Source: an optimization exercise on an open RTL-to-GDS flow (aim: small area). Production flows keep margins and buffers that such runs may drop.
Where RTL was checked, it was by simulation tests only, not by an equivalence proof against the original.
The RTL of run 2 was laid out without a check of its function.
Power figures rest on the tool's default switching activity, not on a simulated workload.

`flow/config.mk`:
```
export PLATFORM = sky130hd
export DESIGN_NAME = regfile_mp_scoreboard
export DESIGN_NICKNAME = regfile_mp_scoreboard
export VERILOG_FILES = /design/flow/design.v
export SDC_FILE = /design/flow/constraint.sdc
export NUM_CORES = 4
export LEC_CHECK = 0
export CAP_MARGIN = 20
export CORE_MARGIN = 2
export CORE_UTILIZATION = 40
export SETUP_SLACK_MARGIN = 0.4
export SLEW_MARGIN = 20
export SYNTH_HIERARCHICAL = 1
export SYNTH_MINIMUM_KEEP_SIZE = 0
```
`flow/constraint.sdc`:
```
create_clock -name core_clock -period 6.0 [get_ports {clk}]
set_input_delay 1.2000 -clock core_clock [delete_from_list [all_inputs] [get_ports {clk}]]
set_output_delay 1.2000 -clock core_clock [all_outputs]
set_load 0.01 [all_outputs]
```
`flow/design.v`:
```
package regfile_pkg;
  localparam int DEF_DW   = 32;
  localparam int DEF_NREG = 32;
  localparam int ZERO_IDX = 0;
  function automatic int slice_lo(
    input int k,
    input int w
  );
    slice_lo = k * w;
  endfunction
endpackage
module rf_read_port
#(
  parameter int DW       = regfile_pkg::DEF_DW,
  parameter int NREG     = regfile_pkg::DEF_NREG,
  parameter int AW       = $clog2(NREG),
  parameter int BYPASS   = 1,
  parameter int ZERO_REG = 1
) (
  input  logic [NREG*DW-1:0] regs,
  input  logic [NREG-1:0]    vld,
  input  logic [NREG-1:0]    busy,
  input  logic [AW-1:0]      rd_addr,
  input  logic               fwd_en,
  input  logic [AW-1:0]      wr_addr,
  input  logic [DW-1:0]      wr_data,
  output logic [DW-1:0]      rd_data,
  output logic               rd_busy
);
  logic            zero_hit;
  logic            fwd;
  logic [NREG-1:0] hit;
  logic [NREG-1:0] sel;
  assign zero_hit = (ZERO_REG != 0) &&
                    (rd_addr == AW'(regfile_pkg::ZERO_IDX));
  assign fwd = (BYPASS != 0) && fwd_en &&
               (wr_addr == rd_addr) && !zero_hit;
  for (genvar i = 0; i < NREG; i++) begin : g_dec
    assign hit[i] = (rd_addr == AW'(i)) &&
                    !((ZERO_REG != 0) && (i == regfile_pkg::ZERO_IDX));
    assign sel[i] = hit[i] && vld[i] && !fwd;
  end
  logic [NREG-1:0] tsel;
  assign tsel = {sel[NREG-1:1], fwd};
  for (genvar b = 0; b < DW; b++) begin : g_bit
    logic [NREG-1:0] col;
    assign col[0] = wr_data[b];
    for (genvar i = 1; i < NREG; i++) begin : g_col
      assign col[i] = regs[i*DW + b];
    end
    rf_and_or #(.N(NREG)) u_ao (.sel(tsel), .d(col), .y(rd_data[b]));
  end
  always_comb begin
    rd_busy = 1'b0;
    for (int i = 0; i < NREG; i++) begin
      rd_busy = rd_busy | (busy[i] && hit[i]);
    end
    if (fwd) rd_busy = 1'b0;
  end
endmodule
module rf_and_or
#(
  parameter int N = 32
) (
  input  logic [N-1:0] sel,
  input  logic [N-1:0] d,
  output logic         y
);
  localparam int NG3 = N / 3;
  localparam int NR  = N - 3 * NG3;
  localparam int NG  = NG3 + ((NR != 0) ? 1 : 0);
  logic [NG-1:0] n;
  for (genvar g = 0; g < NG3; g++) begin : g_grp
    rf_aoi3 u_aoi (.s(sel[3*g +: 3]), .d(d[3*g +: 3]), .y_n(n[g]));
  end
  if (NR == 2) begin : g_rem2
    rf_aoi2 u_aoi (.s(sel[N-1 -: 2]), .d(d[N-1 -: 2]), .y_n(n[NG-1]));
  end else if (NR == 1) begin : g_rem1
    assign n[NG-1] = ~(sel[N-1] & d[N-1]);
  end
  assign y = ~&n;
endmodule
module rf_aoi3 (
  input  logic [2:0] s,
  input  logic [2:0] d,
  output logic       y_n
);
  assign y_n = ~|(s & d);
endmodule
module rf_aoi2 (
  input  logic [1:0] s,
  input  logic [1:0] d,
  output logic       y_n
);
  assign y_n = ~|(s & d);
endmodule
module regfile_mp_scoreboard
#(
  parameter int DW       = regfile_pkg::DEF_DW,
  parameter int NREG     = regfile_pkg::DEF_NREG,
  parameter int AW       = $clog2(NREG),
  parameter int NUM_RD   = 2,
  parameter int BYPASS   = 1,
  parameter int ZERO_REG = 1
) (
  input  logic                 clk,
  input  logic                 clear_neg,
  input  logic [NUM_RD*AW-1:0] rd_addr,
  output logic [NUM_RD*DW-1:0] rd_data,
  output logic [NUM_RD-1:0]    rd_busy,
  input  logic                 wr_en,
  input  logic [AW-1:0]        wr_addr,
  input  logic [DW-1:0]        wr_data,
  input  logic                 issue_en,
  input  logic [AW-1:0]        issue_addr,
  output logic [NREG-1:0]      busy_vec
);
  localparam int LO = (ZERO_REG != 0) ? 1 : 0;
  logic [NREG*DW-1:0] regs;
  logic [NREG-1:0]    vld;
  logic [NREG-1:0]    busy;
  logic [NREG-1:0]    wdec;
  logic [NREG-1:0]    idec;
  logic               fwd_en;
  assign fwd_en = wr_en && clear_neg;
  for (genvar i = 0; i < NREG; i++) begin : g_reg
    if (i < LO) begin : g_zero
      assign wdec[i] = 1'b0;
      assign idec[i] = 1'b0;
      assign regs[i*DW +: DW] = '0;
      assign vld[i]  = 1'b0;
      assign busy[i] = 1'b0;
    end else begin : g_store
      logic [DW-1:0] q;
      logic          v;
      logic          b;
      assign wdec[i] = wr_en && (wr_addr == AW'(i));
      assign idec[i] = issue_en && (issue_addr == AW'(i));
      always_ff @(posedge clk) begin
        if (wdec[i]) q <= wr_data;
      end
      always_ff @(posedge clk or negedge clear_neg) begin
        if (!clear_neg) v <= 1'b0;
        else if (wdec[i]) v <= 1'b1;
      end
      always_ff @(posedge clk or negedge clear_neg) begin
        if (!clear_neg) b <= 1'b0;
        else if (idec[i]) b <= 1'b1;
        else if (wdec[i]) b <= 1'b0;
      end
      assign regs[i*DW +: DW] = q;
      assign vld[i]  = v;
      assign busy[i] = b;
    end
  end
  assign busy_vec = busy;
  for (genvar k = 0; k < NUM_RD; k++) begin : g_rd
    rf_read_port #(
      .DW       (DW),
      .NREG     (NREG),
      .AW       (AW),
      .BYPASS   (BYPASS),
      .ZERO_REG (ZERO_REG)
    ) u_port (
      .regs    (regs),
      .vld     (vld),
      .busy    (busy),
      .rd_addr (rd_addr[regfile_pkg::slice_lo(k, AW) +: AW]),
      .fwd_en  (fwd_en),
      .wr_addr (wr_addr),
      .wr_data (wr_data),
      .rd_data (rd_data[regfile_pkg::slice_lo(k, DW) +: DW]),
      .rd_busy (rd_busy[k])
    );
  end
endmodule
```
`flow/run.sh`:
```
#!/bin/bash
# synth_recipe.tcl (not shown) runs the flow's synth.tcl, then flattens the netlist and writes it again
# the make line also repeats each setting of config.mk as NAME=value (left out here)
make -C /OpenROAD-flow-scripts/flow DESIGN_CONFIG=/design/flow/config.mk WORK_HOME=/design/flow/orfs CLKGATE_MAP_FILE= SYNTH_SCRIPT=/design/flow/synth_recipe.tcl finish
```
==> results.tsv, run 1 <==
stage	metric	value	unit
sta	RSZ-0062 raised after global routing	yes	
route	First DRT Iteration DRCs	8298	
cells_and_area	layout cell share with drive strength beyond 1	0.2549	
floorplan	Rows	120	
critical_path	worst r2r src	g_reg[5].g_store.b	
yosys	sequential fraction of the synthesis area	0.7309	
sta	Worst Clk Skew	0	ps
yosys	Synth cell types	55	
cells_and_area	post-route cell area	54360	µm²
route	Routed WL per cell	38.77	µm
route	vias	33480	
floorplan	die span in y	331.4	µm
placed_design	IO buf count	152	
sta	fmax	176.6	MHz
sta	final max-slew violation count	0	
critical_path	Critical Path Start	wr_addr[2]	
cts	CTS H-tree lvls	3	
cts	Bufs on Longest Clock Path	3	
critical_path	Critical Path Start Type	input pin	
placed_design	dpl hpwl	110700	µm
cts	cts bufs inserted	105	
route	drt first pass iters	14	
outcome	outcome	no timing/DRC/antenna violations	
cts	Worst-path clk slew	60	ps
route	antenna viol nets, final	0	
critical_path	crit path to	rd_data[7]	
sta	# setup viols final	0	
placed_design	Placed Cells	4282	
cells_and_area	Syn-to-layout area delta	26.76	%
cts	CTS root buf	clkbuf_16	
yosys	Post-synth top flop	edfxtp_1	
grt	vias in the first global route	32900	
yosys	Syn Area/Cell	17.56	µm²
sta	final hold violations	0	
grt	largest net degree at the start of global routing	63	
hold_path	Hold Crit Class	flop to flop	
sta	period utilization	0.9438	
cts	TritonCTS clock tree	yes	
placed_design	dpl cell area	49940	µm²
critical_path	r2r setup slk	5140	ps
floorplan	initial core utilization	0.4017	
sta	Least-Margin Pin Slew	1192	ps
route	DRC viols	0	
floorplan	die width	331.4	µm
floorplan	top-level port count	154	
yosys	EDFF count, synth	992	
floorplan	core area	106800	µm²
critical_path	Worst Path Arrival	4460	ps
yosys	cells after synthesis	2442	
critical_path	worst r2r path cells	1	
sta	Final min period	5663	ps
yosys	Synth Cell Area	42880	µm²
cts	hold_buf cts	0	
grt	global-route wire length before repair	240400	µm
pwr	maximum VDD drop	0.0002337	V
yosys	Async SR Flop Fraction	0.05882	
cts	worst skew pair latency	690	ps
pwr	Power per Cell Area	301.7	nW/µm²
critical_path	crit path max fanout	11	
grt	gr ovfl total	0	
cells_and_area	nets@finish	3073	
sta	Hold WS	490.9	ps
grt	All-Layer GR Usage	0.3052	
critical_path	Critical Path End Type	primary output	
placed_design	gpl congestion	0.9500	
yosys	Ys Warns	8	
cells_and_area	Cell Count, Final, Fillers Out	4513	
sta	Max-slew headroom	0.2044	
cts	clk sinks	1054	
route	WL final	175000	µm
yosys	Mapped Nets	2498	
grt	antenna violations before repair	11	
yosys	register bit total from synthesis	1054	
route	Via density	7.419	
floorplan	die area	109800	µm²
critical_path	Setup CP Type	input pin to primary output	
critical_path	Reg2Reg Capture Point	g_reg[5].g_store.b	
cells_and_area	final core occ	0.5092	
job	Max-Cap Viols	0	
critical_path	CP Data Required Time	4800	ps
pwr	P_leak	0.01797	µW
==> flip-flops by register name (all words and copies together), names as in the netlist <==
signal       flops
g.g_store.b     31
g.g_store.q    992
g.g_store.v     31
==> power by group <==
group	leakage [µW]	switching, µW	total, µW	internal (µW)
registers	0.00967	177	8400	8230
logic	0.00665	823	1440	620
clock network	0.00166	2840	6560	3720
==> logic make-up after synthesis <==
| kind of cell | count (synthesis) | synth area share |
|---|---|---|
| compound gates | 775 | 0.1802 |
| simple gates | 497 | 0.07032 |
| mux | 24 | 0.005777 |
| buf+inv | 83 | 0.01109 |
| xor+xnor | 8 | 0.001634 |
| other cells | 1 | 0.00008745 |
| flops | 1054 | 0.7309 |
==> final cells by class <==
type                    instances  area [µm²]
clock buffers                 134        2830
inverters                      23       86.33
diodes                          7       17.52
well taps                    1403        1755
fillers                      8595       52400
multi-input cells            1305       11660
repair buffers                528        6111
clock inverters                59       551.8
flip-flops and latches       1054       31340
==> worst max-delay path, cell delays in order <==
cell and delay, ps:
dlygate4sd2_1 310, xnor2_2 220, nand3_2 110, a211oi_4 230, buf_4 160, buf_6 110
buf_16 120, nor2_1 90, and3_4 200, bufbuf_16 310, a222oi_1 420, nand4_1 270
or3_4 460, clkdlybuf4s15_1 250
==> layout by cell type, fill, tap and decap left out, types with 62 or more instances in the layout <==
cell	n
nand4_1	140
clkdlybuf4s50_1	71
buf_4	226
buf_12	116
a222oi_1	640
dfrtp_1	62
a22oi_2	64
clkbuf_16	110
nand3_1	72
edfxtp_1	992
==> per-layer routing <==
layer	share of wire	vias up	global-route usage
met3	0.14	666	0.09149
met4	0.061	6	0.1689
met1	0.34	16710	0.3779
met5	0.00039	-	0.003040
met2	0.46	3138	0.4797
li1	-	12970	-
==> metrics by stage <==
step                power, µW  setup TNS [ps]  setup WS, ps
floorplan                9051               0         489.9
global placement         9896           -1474        -203.6
detailed placement       9920           -3198        -231.3
CTS                     16370               0         414.3
global route            16780               0         282.9
finish                  16400               0         337.1
==> cell usage after synthesis (9+ instances only) <==
| cell | n | area share |
|---|---|---|
| a222oi_1 | 640 | 0.15 |
| dfrtp_1 | 62 | 0.036 |
| or2_2 | 13 | 0.0019 |
| nand2_1 | 26 | 0.0023 |
| inv_1 | 23 | 0.0020 |
| a22o_1 | 9 | 0.0018 |
| mux2i_1 | 18 | 0.0042 |
| nand4_1 | 140 | 0.020 |
| clkbuf_1 | 12 | 0.0011 |
| a22oi_2 | 64 | 0.019 |
| nor2_1 | 24 | 0.0021 |
| buf_4 | 35 | 0.0061 |
| and3_1 | 59 | 0.0086 |
| o21ai_0 | 22 | 0.0026 |
| nand3_1 | 74 | 0.0086 |
| nor2b_1 | 17 | 0.0025 |
| nor3_1 | 15 | 0.0018 |
| or3_1 | 67 | 0.0098 |
| edfxtp_1 | 992 | 0.69 |
| nand2b_1 | 27 | 0.0039 |
==> modules after synthesis, one instance, submodules excluded, excerpt <==
module                 copies in the design  flip-flops and latches  cells inside
regfile_mp_scoreboard                     1                    1054          1258
rf_aoi3                                 640                       0             1
rf_aoi2                                  64                       0             1
==> worst min-delay path by stage <==
stage	startpoint	endpoint	slack, ps	cells past startpoint
detailed placement	g_reg[22].g_store.v	g_reg[22].g_store.v	460	1
finish	g_reg[30].g_store.v	g_reg[30].g_store.v	490	1
global placement	g_reg[20].g_store.v	g_reg[20].g_store.v	460	1
CTS	g_reg[30].g_store.v	g_reg[30].g_store.v	480	1
global route	g_reg[30].g_store.v	g_reg[30].g_store.v	510	1
floorplan	g_reg[13].g_store.v	g_reg[13].g_store.v	440	1
==> repair_timing <==
item | CTS | global route
buffers inserted | 8 | 7
gates cloned | 14 | 2
setup endpoints to repair | 64 | 64
pin swaps | 190 | 68
gates resized for setup | 235 | 52
==> run 2, diff against run 1 <==
==> flow/design.v (replaced) <==
package regfile_pkg;
  localparam int DEF_DW   = 32;
  localparam int DEF_NREG = 32;
  localparam int ZERO_IDX = 0;
  function automatic int slice_lo(
    input int k,
    input int w
  );
    slice_lo = k * w;
  endfunction
endpackage
module rf_read_port
#(
  parameter int DW       = regfile_pkg::DEF_DW,
  parameter int NREG     = regfile_pkg::DEF_NREG,
  parameter int AW       = $clog2(NREG),
  parameter int BYPASS   = 1,
  parameter int ZERO_REG = 1
) (
  input  logic [NREG*DW-1:0] regs,
  input  logic [NREG-1:0]    busy,
  input  logic [AW-1:0]      rd_addr,
  input  logic               fwd_en,
  input  logic [AW-1:0]      wr_addr,
  input  logic [DW-1:0]      wr_data,
  output logic [DW-1:0]      rd_data,
  output logic               rd_busy
);
  logic          zero_hit;
  logic          fwd;
  logic [DW-1:0] stored;
  assign zero_hit = (ZERO_REG != 0) &&
                    (rd_addr == AW'(regfile_pkg::ZERO_IDX));
  assign fwd = (BYPASS != 0) && fwd_en &&
               (wr_addr == rd_addr) && !zero_hit;
  assign stored =
    regs[regfile_pkg::slice_lo(int'(rd_addr), DW) +: DW];
  always_comb begin
    rd_data = stored;
    rd_busy = busy[rd_addr];
    if (zero_hit) begin
      rd_data = '0;
      rd_busy = 1'b0;
    end else if (fwd) begin
      rd_data = wr_data;
      rd_busy = 1'b0;
    end
  end
endmodule
module regfile_mp_scoreboard
#(
  parameter int DW       = regfile_pkg::DEF_DW,
  parameter int NREG     = regfile_pkg::DEF_NREG,
  parameter int AW       = $clog2(NREG),
  parameter int NUM_RD   = 2,
  parameter int BYPASS   = 1,
  parameter int ZERO_REG = 1
) (
  input  logic                 clk,
  input  logic                 clear_neg,
  input  logic [NUM_RD*AW-1:0] rd_addr,
  output logic [NUM_RD*DW-1:0] rd_data,
  output logic [NUM_RD-1:0]    rd_busy,
  input  logic                 wr_en,
  input  logic [AW-1:0]        wr_addr,
  input  logic [DW-1:0]        wr_data,
  input  logic                 issue_en,
  input  logic [AW-1:0]        issue_addr,
  output logic [NREG-1:0]      busy_vec
);
  logic [NREG*DW-1:0] regs;
  logic [NREG-1:0]    busy;
  logic               wr_ok;
  logic               iss_ok;
  logic               fwd_en;
  assign wr_ok = wr_en &&
    !((ZERO_REG != 0) && (wr_addr == AW'(regfile_pkg::ZERO_IDX)));
  assign iss_ok = issue_en &&
    !((ZERO_REG != 0) && (issue_addr == AW'(regfile_pkg::ZERO_IDX)));
  assign fwd_en = wr_en && clear_neg;
  always_ff @(posedge clk or negedge clear_neg) begin
    if (!clear_neg) begin
      regs <= '0;
    end else if (wr_ok) begin
      regs[regfile_pkg::slice_lo(int'(wr_addr), DW) +: DW] <= wr_data;
    end
  end
  always_ff @(posedge clk or negedge clear_neg) begin
    if (!clear_neg) begin
      busy <= '0;
    end else begin
      if (wr_en) busy[wr_addr] <= 1'b0;
      if (iss_ok) busy[issue_addr] <= 1'b1;
    end
  end
  assign busy_vec = busy;
  for (genvar k = 0; k < NUM_RD; k++) begin : g_rd
    rf_read_port #(
      .DW       (DW),
      .NREG     (NREG),
      .AW       (AW),
      .BYPASS   (BYPASS),
      .ZERO_REG (ZERO_REG)
    ) u_port (
      .regs    (regs),
      .busy    (busy),
      .rd_addr (rd_addr[regfile_pkg::slice_lo(k, AW) +: AW]),
      .fwd_en  (fwd_en),
      .wr_addr (wr_addr),
      .wr_data (wr_data),
      .rd_data (rd_data[regfile_pkg::slice_lo(k, DW) +: DW]),
      .rd_busy (rd_busy[k])
    );
  end
endmodule
--- a/flow/config.mk
+++ b/flow/config.mk
@@ -11,4 +11,2 @@
 export SETUP_SLACK_MARGIN = 0.4
 export SLEW_MARGIN = 20
-export SYNTH_HIERARCHICAL = 1
-export SYNTH_MINIMUM_KEEP_SIZE = 0
==> run 2 against run 1 <==
Largest power group unchanged. Critical path type unchanged. Sequential share of layout area shrank 17 points. Non-clock buffer count decreased by 139. Via count grew 16%. Cell count up 35%. Synthesized area grew 33%. Highest routed layer is now met4. Synthesized cell count grew 66%. Still clean. Critical path depth shrank 5. Maximum frequency is 0.44% higher. Largest cell class is now multi-input gates. Core utilization fell by 4.6 points. First-iteration DRC count shrank 53%. Global-route usage shrank 3.2 points. Worst setup slack improved by 25 ps.
==> results.tsv, run 2 <==
stage	metric	value	unit
sta	fmax	177.4	MHz
yosys	Ys Warns	2	
sta	final max-slew violation count	0	
yosys	register bit total from synthesis	1056	
cts	CTS H-tree lvls	3	
critical_path	r2r setup slk	5170	ps
placed_design	dpl hpwl	117300	µm
grt	gr ovfl total	0	
pwr	Power per Cell Area	359.8	nW/µm²
critical_path	Critical Path Max Stage Delay	810	ps
yosys	top cells by area, synth	dfrtp_1, mux4_2, mux2_2	
job	Max-Cap Viols	0	
cts	worst skew pair latency	750	ps
critical_path	crit path max fanout	21	
sta	RSZ-0062 raised after global routing	yes	
yosys	Synth Cell Area	57240	µm²
critical_path	Critical Path Start Type	input pin	
cells_and_area	layout cell share with drive strength beyond 1	0.4327	
sta	setup TNS	0	ps
hold_path	Hold Crit Class	input pin to async pin	
cts	Worst-path clk slew	60	ps
floorplan	Rows	138	
pwr	maximum VDD drop	0.0002332	V
floorplan	die area	146100	µm²
cells_and_area	nets@finish	4161	
cts	clk sinks	1056	
route	First DRT Iteration DRCs	3915	
yosys	top-count cell post-synth	dfrtp_1	
sta	Worst Clk Skew	0	ps
grt	All-Layer GR Usage	0.2727	
cts	CTS root buf	clkbuf_16	
cells_and_area	Cell Count, Final, Fillers Out	6091	
yosys	area leader, netlist	dfrtp_1	
yosys	sequential fraction of the synthesis area	0.4616	
cts	Bufs on Longest Clock Path	3	
cells_and_area	Syn-to-layout area delta	14.81	%
sta	# setup viols final	0	
route	WL final	199400	µm
grt	global-route wire length before repair	289700	µm
yosys	synth cell count leaders	dfrtp_1, mux2_2, mux4_2	
grt	largest net degree at the start of global routing	168	
placed_design	IO buf count	153	
critical_path	crit path cell chain	clkdlybuf4s50_1 -> buf_12 -> nor3b_2 -> buf_4 -> a221o_1 -> nor3_1 -> nor3_1 -> nor3_1 -> clkdlybuf4s50_1	
critical_path	worst r2r path cells	1	
route	vias	38930	
critical_path	Setup CP Type	input pin to primary output	
pwr	P_leak	0.02847	µW
cts	cts bufs inserted	116	
floorplan	initial core utilization	0.4038	
sta	Final min period	5638	ps
route	DRC viols	0	
floorplan	die span in y	382.3	µm
outcome	outcome	no timing/DRC/antenna violations	
critical_path	CP Data Required Time	4800	ps
cells_and_area	Largest regs	regs: 1024 flops, busy: 32 flops	
route	drt first pass iters	5	
cts	TritonCTS clock tree	yes	
critical_path	Reg2Reg Capture Point	regs[980]	
critical_path	Critical Path End Type	primary output	
cts	Post-CTS Setup Repair Bufs	0	
floorplan	top-level port count	154	
yosys	Synth top area share	0.4616	
cells_and_area	Most flops, register	regs	
critical_path	CP dominant cell by count	nor3_1	
cells_and_area	max reg flops	1024	
floorplan	die width	382.3	µm
route	Routed WL per cell	32.74	µm
sta	final hold violations	0	
yosys	Post-synth top flop	dfrtp_1	
yosys	Mapped Nets	4110	
placed_design	Placed Cells	5871	
critical_path	Worst Path Arrival	4440	ps
yosys	Async SR Flop Fraction	1.000	
cells_and_area	commonest non-fill, non-tap cell in the layout	dfrtp_1	
route	antenna viol nets, final	0	
grt	vias in the first global route	39470	
route	Via density	6.392	
cells_and_area	most frequent cells in the layout	dfrtp_1, mux2_2, mux4_2	
grt	antenna violations before repair	2	
sta	Least-Margin Pin Slew	1102	ps
sta	Max-slew headroom	0.2656	
cts	hold_buf cts	0	
yosys	EDFF count, synth	0	
floorplan	core area	141800	µm²
sta	period utilization	0.9397	
yosys	Syn Area/Cell	14.14	µm²
placed_design	gpl congestion	0.8457	
cells_and_area	final core occ	0.4636	
yosys	cells after synthesis	4048	
yosys	Synth cell types	61	
critical_path	worst r2r src	regs[980]	
critical_path	Critical-path top delay cell	nor3b_2	
==> run 2: cell types whose count changed in the layout (fill, tap and decap cells not counted), sizes merged, moves of 68 or more <==
cell / previous run / this run
mux2: 6 / 1040
dfrtp: 62 / 1056
edfxtp: 992 / 0
a222oi: 640 / 0
mux4: 0 / 443
mux2i: 18 / 161
nand4: 140 / 13
nor3: 16 / 141
buf: 371 / 248
nor2: 25 / 127
o22ai: 6 / 95
clkdlybuf4s50: 71 / 139
==> run 2: logic make-up (layout without fill, tap and decap cells) <==
family | count (synthesis) | count (layout) | synth area share
compound gates | 399 | 399 | 0.05093
xor+xnor | 18 | 18 | 0.003017
fa+ha+maj | 6 | 6 | 0.001311
buf+inv | 467 | 618 | 0.03725
flops | 1056 | 1056 | 0.4616
mux | 1644 | 1644 | 0.4070
other cells | 0 | 2 | 0
simple gates | 458 | 458 | 0.03880
==> run 2: cell type report <==
cell class	instances	area (µm²)
Fill cell	12500	76040
Multi-Input combinational cell	2525	29020
Sequential cell	1056	26430
Timing Repair Buffer	389	3986
Clock buffer	170	3417
Tap cell	1890	2365
Clock inverter	48	457.9
Inverter	11	41.29
Antenna cell	2	5.005
==> run 2: report_power, final <==
part           internal (µW)  leakage [µW]  total (µW)  switching (µW)
logic                   3590        0.0129        5860            2280
clock network           4240       0.00194        7340            3110
registers               9030        0.0136       10400            1410
==> run 2: layer usage <==
metal | routed length [µm] | global-route usage | share of wire | vias to the layer above
met5 | 0 | 0 | 0 | -
met4 | 8363 | 0.1024 | 0.042 | 0
met3 | 15090 | 0.05138 | 0.076 | 410
met2 | 93380 | 0.4299 | 0.47 | 1710
met1 | 82600 | 0.3750 | 0.41 | 21040
li1 | - | - | - | 15770
==> run 2: critical path, delay by kind of cell <==
family,cells,cell delay (ps)
buf+inv,4,1640
simple gates,4,1370
compound gates,1,200
==> run 2: metrics by stage <==
stage | hold slack, ps | setup slack [ps] | instance area, µm² | total power (µW)
4_1_cts | 280.3 | 400.7 | 65720 | 23720
2_1_floorplan | 441.3 | 1857 | 57240 | 14300
3_5_place_dp | 383.9 | 73.39 | 61820 | 16380
3_3_place_gp | 377.6 | 76.95 | 61820 | 16200
5_1_grt | 290.3 | 392.8 | 65720 | 24700
6_report | 306.4 | 362.1 | 65720 | 23650
==> run 2: worst max-delay path by stage <==
stage                     from           to  depth (start not counted)
CTS                 wr_addr[0]  rd_data[40]                          8
detailed placement  wr_addr[1]  rd_data[17]                          9
global placement    wr_addr[1]  rd_data[17]                          9
floorplan           wr_addr[2]  rd_data[13]                          8
global route             wr_en  rd_data[17]                          9
finish              rd_addr[9]  rd_data[43]                          9
==> run 2: repair_timing <==
action / in CTS / in global routing
pin swaps: 2 / 1
setup endpoints to repair: 6 / 4
cloned: 0 / 0
gates resized for setup: 5 / 3

## re-timing with driven ports
The flow's constraints put no driver on any port. The routed layouts listed below were extracted and timed again, unchanged, in two steps. Step 1 (the two cells are an assumption about what drives the block):
set clk [get_ports {clk}]
set_driving_cell -lib_cell sky130_fd_sc_hd__clkbuf_16 $clk
set_driving_cell -lib_cell sky130_fd_sc_hd__buf_2 [delete_from_list [all_inputs] $clk]
Step 2 times the ports against the registers' clock, not the clock port: input delays grow and output delays shrink by t, the midpoint of the rising clock arrivals with the driver on. Slacks: no drivers / after step 1 / after step 2; pairs: no drivers / after step 1.
run	t (ns)	setup WS [ns]	slew at the worst register clock pin (ns)	cell pins on the clock port's net
run 1	0.761	0.337 / 0.315 / 0.315	0.07 / 0.07	1
run 2	0.822	0.362 / 0.277 / 0.277	0.07 / 0.07	1
After both steps setup and hold are still met in every run listed. For run 2, which loses most, drivers alone change the setup slack by -0.085 ns; drivers and shift together by -0.085 ns.
